Source: an optimization exercise on an open RTL-to-GDS flow (aim: small area). Production flows keep margins and buffers that such runs may drop.
Only simulation tests tie the RTL to the original design; equivalence was not proved.
Power is estimated from default activity; no workload was simulated.

## frame_ctrl_top
module frame_ctrl_top (
    input  logic                                              clk,
    input  logic                                              rst_n,
    input  logic                                              start,
    input  frame_ctrl_pkg::frm_idx_t                          frm_index,
    input  frame_ctrl_pkg::addr_t                             dma_addr,
    output logic                                              mm2s_cmd_valid,
    input  logic                                              mm2s_cmd_ready,
    output logic [71:0]                                       mm2s_cmd,
    input  logic                                              s_tvalid,
    output logic                                              s_tready,
    input  frame_ctrl_pkg::byte_t                             s_tdata,
    input  logic                                              s_tlast,
    output logic                                              s2mm_cmd_valid,
    input  logic                                              s2mm_cmd_ready,
    output logic [71:0]                                       s2mm_cmd,
    output logic                                              m_tvalid,
    input  logic                                              m_tready,
    output frame_ctrl_pkg::byte_t                             m_tdata,
    output logic                                              m_tkeep,
    output logic                                              m_tlast,
    output logic                                              core_valid,
    input  logic                                              core_finish,
    output logic [3*(8+8*9+1)-1:0] fm_wr,
    output logic [4*8-1:0]                 fm_rd_addr,
    input  logic [4*8*9-1:0]           fm_dout,
    output logic                                              irq
);
Size: roughly 860 cells after synthesis, about 250 flip-flops, roughly 780 I/O pins, roughly 12000 um^2 of cells after synthesis.
==> module frame_ctrl_top, before the edit <==
module frame_ctrl_top (
    input  logic                                              clk,
    input  logic                                              rst_n,
    input  logic                                              start,
    input  frame_ctrl_pkg::frm_idx_t                          frm_index,
    input  frame_ctrl_pkg::addr_t                             dma_addr,
    output logic                                              mm2s_cmd_valid,
    input  logic                                              mm2s_cmd_ready,
    output logic [71:0]                                       mm2s_cmd,
    input  logic                                              s_tvalid,
    output logic                                              s_tready,
    input  frame_ctrl_pkg::byte_t                             s_tdata,
    input  logic                                              s_tlast,
    output logic                                              s2mm_cmd_valid,
    input  logic                                              s2mm_cmd_ready,
    output logic [71:0]                                       s2mm_cmd,
    output logic                                              m_tvalid,
    input  logic                                              m_tready,
    output frame_ctrl_pkg::byte_t                             m_tdata,
    output logic                                              m_tkeep,
    output logic                                              m_tlast,
    output logic                                              core_valid,
    input  logic                                              core_finish,
    output logic [3*(8+8*9+1)-1:0] fm_wr,
    output logic [4*8-1:0]                 fm_rd_addr,
    input  logic [4*8*9-1:0]           fm_dout,
    output logic                                              irq
);
    localparam logic [3:0] S_IDLE  = 4'd0;
    localparam logic [3:0] S_GO    = 4'd1;   
    localparam logic [3:0] S_LCMD  = 4'd2;
    localparam logic [3:0] S_LXFER = 4'd3;
    localparam logic [3:0] S_CV    = 4'd4;   
    localparam logic [3:0] S_CW    = 4'd5;
    localparam logic [3:0] S_SGO   = 4'd6;
    localparam logic [3:0] S_SCMD  = 4'd7;
    localparam logic [3:0] S_SXFER = 4'd8;
    localparam logic [3:0] S_SDONE = 4'd9;
    localparam logic [3:0] S_FIN   = 4'd10;  
    logic [3:0] st, st_nx;
    logic lx, sx, beat;
    logic [8:0] bv;
    logic [4:0] w;
    logic       bz;
    logic [31:0] da;
    logic [7:0]  fi;
    logic [15:0] ahi;
    logic [7:0] sl [0:2][0:7];
    assign lx = (st == S_LXFER);
    assign sx = (st == S_SXFER);
    assign bz = (bv == 9'd0);
    assign mm2s_cmd_valid = (st == S_LCMD);
    assign s_tready       = lx;
    assign core_valid     = (st == S_CV);
    assign s2mm_cmd_valid = (st == S_SCMD);
    assign irq            = (st == S_FIN);
    assign m_tvalid       = sx && !bz;
    assign beat = s_tvalid && lx;
    always_comb begin
        st_nx = st;
        case (st)
            S_IDLE:  if (start) st_nx = S_GO;
            S_GO:    st_nx = S_LCMD;
            S_LCMD:  if (mm2s_cmd_ready) st_nx = S_LXFER;
            S_LXFER: if (s_tvalid && s_tlast) st_nx = S_CV;
            S_CV,
            S_CW:    st_nx = core_finish ? S_SGO : S_CW;
            S_SGO:   st_nx = S_SCMD;
            S_SCMD:  if (s2mm_cmd_ready) st_nx = S_SXFER;
            S_SXFER: if (m_tvalid && m_tready && m_tlast) st_nx = S_SDONE;
            S_SDONE: st_nx = S_FIN;
            default: st_nx = S_IDLE;
        endcase
    end
    always_ff @(posedge clk or negedge rst_n) begin
        if (!rst_n) st <= S_IDLE;
        else        st <= st_nx;
    end
    always_ff @(posedge clk) begin
        if (st == S_GO) da <= dma_addr;
    end
    always_ff @(posedge clk) begin
        if (st == S_GO)      fi <= frm_index;
        else if (st == S_CV) fi <= 8'(17);
    end
    logic [11:0] lo_sum;
    logic [4:0]  hi_inc;
    always_comb begin
        lo_sum = {1'b0, da[26:16]} + {2'd0, fi, 2'b00} + {3'd0, fi, 1'b0};
        hi_inc = da[31:27] + 1'b1;
        ahi = {lo_sum[11] ? hi_inc : da[31:27], lo_sum[10:0]};
    end
    assign mm2s_cmd = {8'h00, ahi, da[15:0], 8'h00, 1'b0, 23'(100)};
    assign s2mm_cmd = {8'h00, ahi, da[15:0], 8'h00, 1'b0, 23'(288)};
    always_ff @(posedge clk or negedge rst_n) begin
        if (!rst_n) begin
            bv <= '0;
            w  <= '0;
        end else if (lx) begin
            if (s_tvalid) begin
                if (s_tlast) begin
                    bv <= '0;
                    w  <= '0;
                end else if (w[2:1] == 2'd2) begin
                    w[2:1] <= 2'd0;
                    bv     <= bz ? 9'd1 : (bv[7] ? 9'd0 : {bv[7:0], 1'b0});
                    if (bv[7]) w[4:3] <= w[4:3] + 1'b1;
                end else begin
                    w[2:1] <= w[2:1] + 1'b1;
                end
            end
        end else if (bz) begin
            if (sx) bv <= 9'd1;
        end else if (m_tready) begin
            bv <= {bv[7:0], 1'b0};
            if (bv[8]) w <= w + 1'b1;
        end
    end
    logic [3:0] lcol;    
    logic [8:0] lslot;   
    always_comb begin
        for (int j = 0; j < 3; j++) lcol[j] = (w[2:1] == 2'(j));
        lcol[3] = 1'b0;
        lslot = {bv[7:0], bz};
    end
    for (genvar j = 0; j < 3; j++) begin : g_col
        for (genvar i = 0; i < 8; i++) begin : g_slot
            if (i < 6) begin : g_plain
                always_ff @(posedge clk) begin
                    if (beat && lcol[j] && lslot[i]) sl[j][i] <= s_tdata;
                end
            end else begin : g_clr
                always_ff @(posedge clk) begin
                    if (beat && lcol[j] && (lslot[i] || lslot[8]))
                        sl[j][i] <= lslot[8] ? 8'h00 : s_tdata;
                end
            end
        end
    end
    logic [7:0] low_byte, p6_0;
    assign low_byte = s_tlast ? 8'h00 : s_tdata;
    assign p6_0     = sl[0][6] | (s_tlast ? s_tdata : 8'h00);
    assign fm_wr[80]      = beat && ((lcol[0] && lslot[8]) || s_tlast);
    assign fm_wr[79:72]   = {6'd0, w[4:3]};
    assign fm_wr[71:0]    = {sl[0][0], sl[0][1], sl[0][2], sl[0][3], sl[0][4], sl[0][5],
                             p6_0, sl[0][7], low_byte};
    assign fm_wr[161]     = beat && ((lcol[1] && lslot[8]) || s_tlast);
    assign fm_wr[160:153] = {6'd0, w[4:3]};
    assign fm_wr[152:81]  = {sl[1][0], sl[1][1], sl[1][2], sl[1][3], sl[1][4], sl[1][5],
                             sl[1][6], sl[1][7], low_byte};
    assign fm_wr[242]     = beat && ((lcol[2] && lslot[8]) || s_tlast);
    assign fm_wr[241:234] = {6'd0, w[4:3]};
    assign fm_wr[233:162] = {sl[2][0], sl[2][1], sl[2][2], sl[2][3], sl[2][4], sl[2][5],
                             sl[2][6], sl[2][7], low_byte};
    assign m_tlast = bv[8] && (w == 5'd31);
    assign m_tkeep = 1'b1;
    logic [3:0] scol;
    logic [7:0] cbyte [0:3];
    always_comb begin
        for (int c = 0; c < 4; c++) scol[c] = (w[2:1] == 2'(c));
        for (int c = 0; c < 4; c++) begin
            cbyte[c] = '0;
            for (int i = 0; i < 9; i++)
                cbyte[c] = cbyte[c] | ({8{bv[i]}} & fm_dout[72*c + 8*(8-i) +: 8]);
        end
        m_tdata = cbyte[w[2:1]];
    end
    assign fm_rd_addr = {4{5'd0, w[4:3], w[0]}};
endmodule
export LEC_CHECK = 0
export CAP_MARGIN = 20
export CORE_AREA = 2 2 298 238
export DIE_AREA = 0 0 300 240
export SLEW_MARGIN = 20
create_clock -name core_clock -period 6.0 [get_ports {clk}]
standard.sh (not shown) runs the stock make flow with config.mk's settings and CLKGATE_MAP_FILE= SYNTH_SCRIPT=/design/flow/synth_recipe.tcl, a recipe that flattens the netlist after the stock synthesis.
==> flow/flow/run.sh <==
#!/bin/bash
# The standard layout (standard.sh: ORFS synthesis to finish) with these
# layout choices changed:
#  - ABC maps the combinational logic for area (flow/abc_area_map.script in
#    place of ORFS's abc_speed.script; registers are mapped as before)
#  - port buffers use the smallest buffer cell instead of ORFS's default pick
#  - the clock tree uses clkbuf_8 with clusters of at most 16 sinks and no
#    dummy loads
#  - tie cells are not duplicated per load
# standard.sh's own output goes to standard.log here; ORFS writes each tool's
# full log under orfs/logs/.
set -e
rm -rf scripts
cp -r "$FLOW_HOME/scripts" scripts
cp flow/abc_area_map.script scripts/abc_speed.script
export SCRIPTS_DIR="$PWD/scripts"
export BUFFER_PORTS_ARGS="-buffer_cell sky130_fd_sc_hd__buf_1"
export CTS_ARGS="-sink_clustering_enable -repair_clock_nets -dont_use_dummy_load -buf_list sky130_fd_sc_hd__clkbuf_4 -sink_clustering_size 10 -sink_clustering_max_diameter 30"
export SKIP_REPAIR_TIE_FANOUT=1
bash standard.sh > standard.log 2>&1
==> flow/flow/abc_area_map.script <==
strash
dch -f
amap
strash
dch -f
amap
topo
dnsize -c
Change:
--- a/flow/design.v
+++ b/flow/design.v
@@ -98,16 +98,13 @@
         if (!rst_n) st <= S_IDLE;
         else        st <= st_nx;
     end
     always_ff @(posedge clk) begin
         if (st == S_GO) da <= dma_addr;
     end
-    always_ff @(posedge clk) begin
-        if (st == S_GO)      fi <= frm_index;
-        else if (st == S_CV) fi <= 8'(17);
-    end
+    assign fi = sl[0][0];
     logic [11:0] lo_sum;
     logic [4:0]  hi_inc;
     always_comb begin
         lo_sum = {1'b0, da[26:16]} + {2'd0, fi, 2'b00} + {3'd0, fi, 1'b0};
         hi_inc = da[31:27] + 1'b1;
         ahi = {lo_sum[11] ? hi_inc : da[31:27], lo_sum[10:0]};
@@ -144,13 +141,19 @@
         for (int j = 0; j < 3; j++) lcol[j] = (w[2:1] == 2'(j));
         lcol[3] = 1'b0;
         lslot = {bv[7:0], bz};
     end
     for (genvar j = 0; j < 3; j++) begin : g_col
         for (genvar i = 0; i < 8; i++) begin : g_slot
-            if (i < 6) begin : g_plain
+            if (i == 0 && j == 0) begin : g_cfg
+                always_ff @(posedge clk) begin
+                    if (st == S_GO)                     sl[j][i] <= frm_index;
+                    else if (st == S_CV)                sl[j][i] <= 8'(17);
+                    else if (beat && lcol[j] && lslot[i]) sl[j][i] <= s_tdata;
+                end
+            end else if (i < 6) begin : g_plain
                 always_ff @(posedge clk) begin
                     if (beat && lcol[j] && lslot[i]) sl[j][i] <= s_tdata;
                 end
             end else begin : g_clr
                 always_ff @(posedge clk) begin
                     if (beat && lcol[j] && (lslot[i] || lslot[8]))
The changed run completed with no timing, DRC or antenna violations.
Sequential power went down by about 3%.
Die area stays the same.
Global-route usage came out lower by 1.2 points.
First-iteration DRC count went up by 9.8%.
Final cell count stays flat.
Design area drops by 1.7%.
Sequential share of layout area is lower by 0.85 points.
Via count fell by 0.83%.
Flip-flop and latch count fell by 8.
Power went up by about 1.8%.
Hold slack improves by 3.7 ps.

port drivers added, routing unchanged:
How much do the figures lean on ideal ports? The routed layouts below were timed once more, with nothing changed but the port constraints.
Step 1, drivers: a clkbuf_16 drives clk and a buf_2 each remaining input, both assumed.
Step 2 times the ports against the registers' clock, not the clock port: input delays grow and output delays shrink by t, the midpoint of the rising clock arrivals with the driver on.
a / b / c = ideal ports / drivers / drivers and shift; a / b = the first two.
| run | shift t [ns] | slack for setup (ns) | hold slack, ns | slew at the worst register clock pin (ns) | worst data-port slew with drivers (ns) |
|---|---|---|---|---|---|
| the first run | 0.718 | 0.858 / 0.802 / 1.519 | 0.493 / 0.486 / 0.638 | 0.11 / 0.11 | 0.22 |
| the second run | 0.716 | 0.643 / 0.592 / 1.287 | 0.497 / 0.469 / 0.614 | 0.11 / 0.11 | 0.18 |
After both steps every run listed still meets setup and hold.
